Background: an optimization exercise with open tools, aiming at small area, a short achievable clock period and few clock cycles per item. Do not read the settings as production practice.
In this exercise RTL edits were held to simulation tests only and were not proved equivalent to the original.

==> inputs of trial 6 <==
==> flow/design.v <==
package aes_enc_pkg;
   localparam int LOAD_FIRST  = 3;    
   localparam int ROUND_FIRST = 7;    
   localparam int ROUND_LAST  = 16;
   localparam int OUT_LAST    = 19;   
endpackage
module aes_sbox
(
   input  logic [7:0] i_byte,
   output logic [7:0] o_byte
);
   logic U0, U1, U2, U3, U4, U5, U6, U7;
   logic T1, T2, T3, T4, T5, T6, T7, T8, T9, T10, T11, T12, T13, T14, T15, T16, T17, T18, T19, T20, T21, T22, T23, T24, T25, T26, T27, M1, M2, M3, M4, M5, M6, M7, M8, M9, M10, M11, M12, M13, M14, M15, M16, M17, M18, M19, M20, M21, M22, M23, M24, M25, M26, M27, M28, M29, M30, M31, M32, M33, M34, M35, M36, M37, M38, M39, M40, M41, M42, M43, M44, M45, M46, M47, M48, M49, M50, M51, M52, M53, M54, M55, M56, M57, M58, M59, M60, M61, M62, M63, L0, L1, L2, L3, L4, L5, L6, L7, L8, L9, L10, L11, L12, L13, L14, L15, L16, L17, L18, L19, L20, L21, L22, L23, L24, L25, L26, L27, L28, L29, S0, S1, S2, S3, S4, S5, S6, S7;
   assign {U0, U1, U2, U3, U4, U5, U6, U7} = i_byte;
   assign T1 = U0 ^ U3;
   assign T2 = U0 ^ U5;
   assign T3 = U0 ^ U6;
   assign T4 = U3 ^ U5;
   assign T5 = U4 ^ U6;
   assign T6 = T1 ^ T5;
   assign T7 = U1 ^ U2;
   assign T8 = U7 ^ T6;
   assign T9 = U7 ^ T7;
   assign T10 = T6 ^ T7;
   assign T11 = U1 ^ U5;
   assign T12 = U2 ^ U5;
   assign T13 = T3 ^ T4;
   assign T14 = T6 ^ T11;
   assign T15 = T5 ^ T11;
   assign T16 = T5 ^ T12;
   assign T17 = T9 ^ T16;
   assign T18 = U3 ^ U7;
   assign T19 = T7 ^ T18;
   assign T20 = T1 ^ T19;
   assign T21 = U6 ^ U7;
   assign T22 = T7 ^ T21;
   assign T23 = T2 ^ T22;
   assign T24 = T2 ^ T10;
   assign T25 = T20 ^ T17;
   assign T26 = T3 ^ T16;
   assign T27 = T1 ^ T12;
   assign M1 = T13 & T6;
   assign M2 = T23 & T8;
   assign M3 = T14 ^ M1;
   assign M4 = T19 & U7;
   assign M5 = M4 ^ M1;
   assign M6 = T3 & T16;
   assign M7 = T22 & T9;
   assign M8 = T26 ^ M6;
   assign M9 = T20 & T17;
   assign M10 = M9 ^ M6;
   assign M11 = T1 & T15;
   assign M12 = T4 & T27;
   assign M13 = M12 ^ M11;
   assign M14 = T2 & T10;
   assign M15 = M14 ^ M11;
   assign M16 = M3 ^ M2;
   assign M17 = M5 ^ T24;
   assign M18 = M8 ^ M7;
   assign M19 = M10 ^ M15;
   assign M20 = M16 ^ M13;
   assign M21 = M17 ^ M15;
   assign M22 = M18 ^ M13;
   assign M23 = M19 ^ T25;
   assign M24 = M22 ^ M23;
   assign M25 = M22 & M20;
   assign M26 = M21 ^ M25;
   assign M27 = M20 ^ M21;
   assign M28 = M23 ^ M25;
   assign M29 = M28 & M27;
   assign M30 = M26 & M24;
   assign M31 = M20 & M23;
   assign M32 = M27 & M31;
   assign M33 = M27 ^ M25;
   assign M34 = M21 & M22;
   assign M35 = M24 & M34;
   assign M36 = M24 ^ M25;
   assign M37 = M21 ^ M29;
   assign M38 = M32 ^ M33;
   assign M39 = M23 ^ M30;
   assign M40 = M35 ^ M36;
   assign M41 = M38 ^ M40;
   assign M42 = M37 ^ M39;
   assign M43 = M37 ^ M38;
   assign M44 = M39 ^ M40;
   assign M45 = M42 ^ M41;
   assign M46 = M44 & T6;
   assign M47 = M40 & T8;
   assign M48 = M39 & U7;
   assign M49 = M43 & T16;
   assign M50 = M38 & T9;
   assign M51 = M37 & T17;
   assign M52 = M42 & T15;
   assign M53 = M45 & T27;
   assign M54 = M41 & T10;
   assign M55 = M44 & T13;
   assign M56 = M40 & T23;
   assign M57 = M39 & T19;
   assign M58 = M43 & T3;
   assign M59 = M38 & T22;
   assign M60 = M37 & T20;
   assign M61 = M42 & T1;
   assign M62 = M45 & T4;
   assign M63 = M41 & T2;
   assign L0 = M61 ^ M62;
   assign L1 = M50 ^ M56;
   assign L2 = M46 ^ M48;
   assign L3 = M47 ^ M55;
   assign L4 = M54 ^ M58;
   assign L5 = M49 ^ M61;
   assign L6 = M62 ^ L5;
   assign L7 = M46 ^ L3;
   assign L8 = M51 ^ M59;
   assign L9 = M52 ^ M53;
   assign L10 = M53 ^ L4;
   assign L11 = M60 ^ L2;
   assign L12 = M48 ^ M51;
   assign L13 = M50 ^ L0;
   assign L14 = M52 ^ M61;
   assign L15 = M55 ^ L1;
   assign L16 = M56 ^ L0;
   assign L17 = M57 ^ L1;
   assign L18 = M58 ^ L8;
   assign L19 = M63 ^ L4;
   assign L20 = L0 ^ L1;
   assign L21 = L1 ^ L7;
   assign L22 = L3 ^ L12;
   assign L23 = L18 ^ L2;
   assign L24 = L15 ^ L9;
   assign L25 = L6 ^ L10;
   assign L26 = L7 ^ L9;
   assign L27 = L8 ^ L10;
   assign L28 = L11 ^ L14;
   assign L29 = L11 ^ L17;
   assign S0 = L6 ^ L24;
   assign S1 = ~(L16 ^ L26);
   assign S2 = ~(L19 ^ L28);
   assign S3 = L6 ^ L21;
   assign S4 = L20 ^ L22;
   assign S5 = L25 ^ L29;
   assign S6 = ~(L13 ^ L27);
   assign S7 = ~(L6 ^ L23);
   assign o_byte = {S0, S1, S2, S3, S4, S5, S6, S7};
endmodule
import aes_enc_pkg::*;
module aes_word_enc_core
(
   input  logic         clk,
   input  logic         reset,
   input  logic         start,
   input  logic [127:0] key_in,
   input  logic [31:0]  data_in,
   output logic [31:0]  data_out,
   output logic         out_valid
);
   function automatic logic [7:0] xtime(input logic [7:0] b);
      xtime = {b[6:0], 1'b0} ^ (b[7] ? 8'h1b : 8'h00);
   endfunction
   logic [4:0]   r_cnt;      
   logic         r_ov;
   logic [127:0] r_st;
   logic [127:0] r_rk;
   logic         w_idle;
   logic         w_round;
   logic         w_last;
   logic [7:0]   w_rcon;
   logic [127:0] w_sb;       
   logic [127:0] w_sr;       
   logic [127:0] w_mc;       
   logic [31:0]  w_ksb;      
   logic [31:0]  w_k0, w_k1, w_k2, w_k3;
   logic [127:0] w_rk_nxt;
   assign w_idle  = (r_cnt == 5'd0);
   assign w_round = (r_cnt >= 5'(ROUND_FIRST)) && (r_cnt <= 5'(ROUND_LAST));
   assign w_last  = (r_cnt == 5'(ROUND_LAST));
   always_comb begin
      case (r_cnt)
         5'd7:    w_rcon = 8'h01;
         5'd8:    w_rcon = 8'h02;
         5'd9:    w_rcon = 8'h04;
         5'd10:   w_rcon = 8'h08;
         5'd11:   w_rcon = 8'h10;
         5'd12:   w_rcon = 8'h20;
         5'd13:   w_rcon = 8'h40;
         5'd14:   w_rcon = 8'h80;
         5'd15:   w_rcon = 8'h1b;
         5'd16:   w_rcon = 8'h36;
         default: w_rcon = 8'h00;
      endcase
   end
   for (genvar i = 0; i < 16; i++) begin : g_sbox
      aes_sbox u_sbox (
         .i_byte (r_st[8 * (15 - i) +: 8]),
         .o_byte (w_sb[8 * (15 - i) +: 8])
      );
   end
   for (genvar c = 0; c < 4; c++) begin : g_col
      for (genvar r = 0; r < 4; r++) begin : g_row
         assign w_sr[8 * (15 - (4 * c + r)) +: 8] = w_sb[8 * (15 - (4 * ((c + r) % 4) + r)) +: 8];
      end
      logic [7:0] a0, a1, a2, a3, t;
      assign {a0, a1, a2, a3} = w_sr[32 * (3 - c) +: 32];
      assign t = a0 ^ a1 ^ a2 ^ a3;
      assign w_mc[32 * (3 - c) +: 32] = {
         a0 ^ ({8{!w_last}} & (t ^ xtime(a0 ^ a1))),
         a1 ^ ({8{!w_last}} & (t ^ xtime(a1 ^ a2))),
         a2 ^ ({8{!w_last}} & (t ^ xtime(a2 ^ a3))),
         a3 ^ ({8{!w_last}} & (t ^ xtime(a3 ^ a0)))};
   end
   aes_sbox u_ksb0 (.i_byte (r_rk[23:16]), .o_byte (w_ksb[31:24]));
   aes_sbox u_ksb1 (.i_byte (r_rk[15:8]),  .o_byte (w_ksb[23:16]));
   aes_sbox u_ksb2 (.i_byte (r_rk[7:0]),   .o_byte (w_ksb[15:8]));
   aes_sbox u_ksb3 (.i_byte (r_rk[31:24]), .o_byte (w_ksb[7:0]));
   assign w_k0 = r_rk[127:96] ^ w_ksb ^ {w_rcon, 24'h000000};
   assign w_k1 = r_rk[95:64]  ^ w_k0;
   assign w_k2 = r_rk[63:32]  ^ w_k1;
   assign w_k3 = r_rk[31:0]   ^ w_k2;
   assign w_rk_nxt = {w_k0, w_k1, w_k2, w_k3};
   always_ff @(posedge clk) begin
      if (reset) begin
         r_cnt <= '0;
         r_ov  <= 1'b0;
      end else begin
         if (w_idle)                    r_cnt <= start ? 5'd1 : 5'd0;
         else if (r_cnt == 5'(OUT_LAST)) r_cnt <= 5'd0;
         else                           r_cnt <= r_cnt + 5'd1;
         r_ov <= (r_cnt >= 5'(ROUND_LAST)) && (r_cnt <= 5'(OUT_LAST));
      end
   end
   always_ff @(posedge clk) begin
      if (w_idle)       r_rk <= {key_in[63:0], key_in[127:64]};
      else if (w_round) r_rk <= w_rk_nxt;
      else              r_rk <= {r_rk[95:0], r_rk[127:96]};
      if (w_round) r_st <= w_mc ^ w_rk_nxt;
      else         r_st <= {r_st[95:0], data_in ^ r_rk[127:96]};
   end
   assign data_out  = r_st[127:96];
   assign out_valid = r_ov;
endmodule
module aes_blk_enc
(
   input  logic         clk,
   input  logic         reset,
   input  logic         start,
   input  logic [127:0] key_in,
   input  logic [31:0]  data_in,
   output logic [31:0]  data_out,
   output logic         out_valid
);
   aes_word_enc_core u_core (
      .clk       (clk),
      .reset     (reset),
      .start     (start),
      .key_in    (key_in),
      .data_in   (data_in),
      .data_out  (data_out),
      .out_valid (out_valid)
   );
endmodule
==> flow/flow/run.sh <==
#!/bin/bash
set -euo pipefail
HERE=$(pwd)
# Synthesis script: the standard flow's own, with yosys's abc pass pointed at our ABC script.
{
  echo "proc abc {args} {"
  echo "  set i [lsearch -exact \$args -script]"
  echo "  if {\$i >= 0} { set args [lreplace \$args [expr {\$i + 1}] [expr {\$i + 1}] $HERE/flow/abc.script] }"
  echo "  yosys abc {*}\$args"
  echo "}"
  cat synth_recipe.tcl
} > my_synth.tcl
sed "s#SYNTH_SCRIPT=[^ ]*synth_recipe.tcl#SYNTH_SCRIPT=$HERE/my_synth.tcl#" standard.sh > my_standard.sh
grep -q "SYNTH_SCRIPT=$HERE/my_synth.tcl" my_standard.sh
bash my_standard.sh finish > flow_make.log 2>&1
==> flow/flow/abc.script <==
strash
&get -n
&dch -f
&nf -R 1000
&put
buffer -c
topo
stime -c
upsize -c
dnsize -c
==> flow/standard.sh <==
#!/bin/bash
# synth_recipe.tcl (not shown) runs the flow's synth.tcl, then flattens the netlist and writes it again
# the make line also repeats each setting of config.mk as NAME=value (left out here)
make -C /OpenROAD-flow-scripts/flow DESIGN_CONFIG=/design/flow/config.mk WORK_HOME=/design/flow/orfs CLKGATE_MAP_FILE= SYNTH_SCRIPT=/design/flow/synth_recipe.tcl "${@:-finish}"
==> flow/config.mk <==
export PLATFORM = sky130hd
export DESIGN_NAME = aes_blk_enc
export DESIGN_NICKNAME = aes_blk_enc
export VERILOG_FILES = /design/flow/design.v
export SDC_FILE = /design/flow/constraint.sdc
export NUM_CORES = 4
export LEC_CHECK = 0
export ABC_CLOCK_PERIOD_IN_PS = 6000
export CAP_MARGIN = 20
export CORE_MARGIN = 2
export CORE_UTILIZATION = 30
export SLEW_MARGIN = 20
==> flow/constraint.sdc <==
create_clock -name core_clock -period 25.0 [get_ports {clk}]
set_input_delay 5.0000 -clock core_clock [delete_from_list [all_inputs] [get_ports {clk}]]
set_output_delay 5.0000 -clock core_clock [all_outputs]
set_load 0.01 [all_outputs]
==> trial 98: changes against trial 6 <==
==> flow/design.v, changed modules only <==
module aes_word_enc_core
(
   input  logic         clk,
   input  logic         reset,
   input  logic         start,
   input  logic [127:0] key_in,
   input  logic [31:0]  data_in,
   output logic [31:0]  data_out,
   output logic         out_valid
);
   function automatic logic [7:0] xtime(input logic [7:0] b);
      xtime = {b[6:0], 1'b0} ^ (b[7] ? 8'h1b : 8'h00);
   endfunction
   logic [4:0]   r_cnt;      
   logic         r_ov;
   logic [127:0] r_st;
   logic [127:0] r_rk;
   logic         w_idle;
   logic         w_round;
   logic         w_last;
   logic [7:0]   w_rcon;
   logic [127:0] w_sb;       
   logic [127:0] w_sr;       
   logic [127:0] w_y;        
   logic [127:0] w_rnd;      
   logic [31:0]  w_ksb;      
   logic [31:0]  w_k0, w_k1, w_k2, w_k3;
   logic [127:0] w_rk_nxt;
   assign w_idle  = (r_cnt == 5'd0);
   assign w_round = (r_cnt >= 5'(ROUND_FIRST)) && (r_cnt <= 5'(ROUND_LAST));
   assign w_last  = (r_cnt == 5'(ROUND_LAST));
   always_comb begin
      case (r_cnt)
         5'd7:    w_rcon = 8'h01;
         5'd8:    w_rcon = 8'h02;
         5'd9:    w_rcon = 8'h04;
         5'd10:   w_rcon = 8'h08;
         5'd11:   w_rcon = 8'h10;
         5'd12:   w_rcon = 8'h20;
         5'd13:   w_rcon = 8'h40;
         5'd14:   w_rcon = 8'h80;
         5'd15:   w_rcon = 8'h1b;
         5'd16:   w_rcon = 8'h36;
         default: w_rcon = 8'h00;
      endcase
   end
   for (genvar i = 0; i < 16; i++) begin : g_sbox
      aes_sbox u_sbox (
         .i_byte (r_st[8 * (15 - i) +: 8]),
         .o_byte (w_sb[8 * (15 - i) +: 8])
      );
   end
   for (genvar c = 0; c < 4; c++) begin : g_col
      for (genvar r = 0; r < 4; r++) begin : g_row
         assign w_sr[8 * (15 - (4 * c + r)) +: 8] = w_sb[8 * (15 - (4 * ((c + r) % 4) + r)) +: 8];
      end
      logic [7:0] a0, a1, a2, a3, p01, p12, p23, p30, t;
      assign {a0, a1, a2, a3} = w_sr[32 * (3 - c) +: 32];
      assign p01 = a0 ^ a1;
      assign p12 = a1 ^ a2;
      assign p23 = a2 ^ a3;
      assign p30 = a3 ^ a0;
      assign t   = p01 ^ p23;
      assign w_y[32 * (3 - c) +: 32] = {t ^ xtime(p01), t ^ xtime(p12), t ^ xtime(p23), t ^ xtime(p30)};
   end
   aes_sbox u_ksb0 (.i_byte (r_rk[23:16]), .o_byte (w_ksb[31:24]));
   aes_sbox u_ksb1 (.i_byte (r_rk[15:8]),  .o_byte (w_ksb[23:16]));
   aes_sbox u_ksb2 (.i_byte (r_rk[7:0]),   .o_byte (w_ksb[15:8]));
   aes_sbox u_ksb3 (.i_byte (r_rk[31:24]), .o_byte (w_ksb[7:0]));
   assign w_k0 = r_rk[127:96] ^ {w_rcon, 24'h000000} ^ w_ksb;
   assign w_k1 = r_rk[95:64] ^ w_k0;
   assign w_k2 = (r_rk[95:64] ^ r_rk[63:32]) ^ w_k0;
   assign w_k3 = (r_rk[63:32] ^ r_rk[31:0]) ^ w_k1;
   assign w_rk_nxt = {w_k0, w_k1, w_k2, w_k3};
   assign w_rnd = (w_sr ^ w_rk_nxt) ^ ({128{!w_last}} & w_y);
   always_ff @(posedge clk) begin
      if (reset) begin
         r_cnt <= '0;
         r_ov  <= 1'b0;
      end else begin
         if (w_idle)                    r_cnt <= start ? 5'd1 : 5'd0;
         else if (r_cnt == 5'(OUT_LAST)) r_cnt <= 5'd0;
         else                           r_cnt <= r_cnt + 5'd1;
         r_ov <= (r_cnt >= 5'(ROUND_LAST)) && (r_cnt <= 5'(OUT_LAST));
      end
   end
   always_ff @(posedge clk) begin
      if (w_idle)       r_rk <= {key_in[63:0], key_in[127:64]};
      else if (w_round) r_rk <= w_rk_nxt;
      else              r_rk <= {r_rk[95:0], r_rk[127:96]};
      if (w_round) r_st <= w_rnd;
      else         r_st <= {r_st[95:0], data_in ^ r_rk[127:96]};
   end
   assign data_out  = r_st[127:96];
   assign out_valid = r_ov;
endmodule
==> flow/flow/run.sh (replaced) <==
#!/bin/bash
set -euo pipefail
HERE=$(pwd)
{
  echo "proc abc {args} {"
  echo "  set i [lsearch -exact \$args -script]"
  echo "  if {\$i >= 0} { set args [lreplace \$args [expr {\$i + 1}] [expr {\$i + 1}] $HERE/flow/abc.script] }"
  echo "  yosys abc {*}\$args"
  echo "}"
  cat synth_recipe.tcl
} > my_synth.tcl
sed -e "s#SYNTH_SCRIPT=[^ ]*synth_recipe.tcl#SYNTH_SCRIPT=$HERE/my_synth.tcl#" standard.sh > my_standard.sh
grep -q "SYNTH_SCRIPT=$HERE/my_synth.tcl" my_standard.sh
source flow/extra.env
bash my_standard.sh finish > flow_make.log 2>&1
==> flow/flow/abc.script (replaced) <==
strash
&get -n
&dch -f
&nf -R 1000
&put
topo
stime -c
==> flow/flow/extra.env (new file) <==
export SETUP_SLACK_MARGIN=18.0
export BUFFER_PORTS_ARGS="-inputs -buffer_cell sky130_fd_sc_hd__buf_1"
export PRE_GLOBAL_PLACE_TCL="$HERE/flow/pre_gpl.tcl"
==> flow/flow/pre_gpl.tcl (new file) <==
# Output ports get a buf_2; the inputs then get a buf_1 from ORFS's own buffer_ports call.
buffer_ports -outputs -buffer_cell sky130_fd_sc_hd__buf_2
Settings changed: CORE_UTILIZATION 30 to 55.
==> results_tabular.tex <==
\begin{tabular}{lr}
\hline
Metric & Value \\
\hline
\multicolumn{2}{l}{\textbf{Status}} \\
Outcome & complete, no violations \\
\multicolumn{2}{l}{\textbf{Layout}} \\
Total non-filler cell area in the finished layout & between 40000 and 50000 um2 \\
Filler Cells Inserted & 12800 \\
\multicolumn{2}{l}{\textbf{GRT}} \\
Pin count of the biggest net entering global routing & around 150 \\
\multicolumn{2}{l}{\textbf{Synthesis}} \\
Post-synthesis adder-cell area fraction & under 10\% \\
\multicolumn{2}{l}{\textbf{Drt}} \\
Met1 routed wirelength after detailed routing & 55.9 mm \\
\multicolumn{2}{l}{\textbf{Clock tree}} \\
Source-to-sink clock delay at the later pin of the worst-skew pair & between 500 and 600 ps \\
\multicolumn{2}{l}{\textbf{Floorplanning}} \\
Vert. Die Dim & 353 um \\
DIE AREA & 125000 um2 \\
\hline
\end{tabular}
That was trial 6.
==> results_tabular.tex <==
\begin{tabular}{lr}
\hline
Metric & Value \\
\hline
\multicolumn{2}{l}{\textbf{Drt}} \\
Met1 routed wirelength after detailed routing & between 40 and 50 mm \\
\multicolumn{2}{l}{\textbf{Status}} \\
Outcome & complete, no violations \\
\multicolumn{2}{l}{\textbf{Floorplanning}} \\
DIE AREA & approximately 64000 um2 \\
Vert. Die Dim & 252 um \\
\multicolumn{2}{l}{\textbf{Clock tree}} \\
Source-to-sink clock delay at the later pin of the worst-skew pair & $\sim$560 ps \\
\multicolumn{2}{l}{\textbf{Layout}} \\
Filler Cells Inserted & $\sim$5700 \\
\multicolumn{2}{l}{\textbf{GRT}} \\
Pin count of the biggest net entering global routing & approximately 190 \\
\multicolumn{2}{l}{\textbf{Synthesis}} \\
Post-synthesis adder-cell area fraction & 1.70\% \\
\hline
\end{tabular}
That was trial 98.
Testbench counts of trial 6, summed over its fixed seeds: cycles 19,200, blocks 960.
Testbench counts of trial 98, summed over its fixed seeds: cycles 19,200, blocks 960.

[port drivers added, routing unchanged]
In the flow no input, the clock included, has a driving cell. The finished layouts below were timed again as built, in two steps.
Step 1 (the two cells are an assumption about what drives the block):
set clk [get_ports {clk}]
set_driving_cell -lib_cell sky130_fd_sc_hd__clkbuf_16 $clk
set_driving_cell -lib_cell sky130_fd_sc_hd__buf_2 [delete_from_list [all_inputs] $clk]
Step 2 times the ports against the registers' clock, not the clock port: input delays grow and output delays shrink by t, the midpoint of the rising clock arrivals with the driver on.
Three values: ideal, step 1, step 2; two values: the first two.
run | t (ns) | setup slack, ns | slew at the worst register clock pin (ns) | pins driven straight from the clock port
trial 6 | 0.635 | 17.954 / 17.954 / 17.954 | 0.07 / 0.07 | 1
trial 98 | 0.617 | 18.343 / 18.343 / 18.343 | 0.07 / 0.07 | 1
After both steps setup and hold are still met in every run listed.
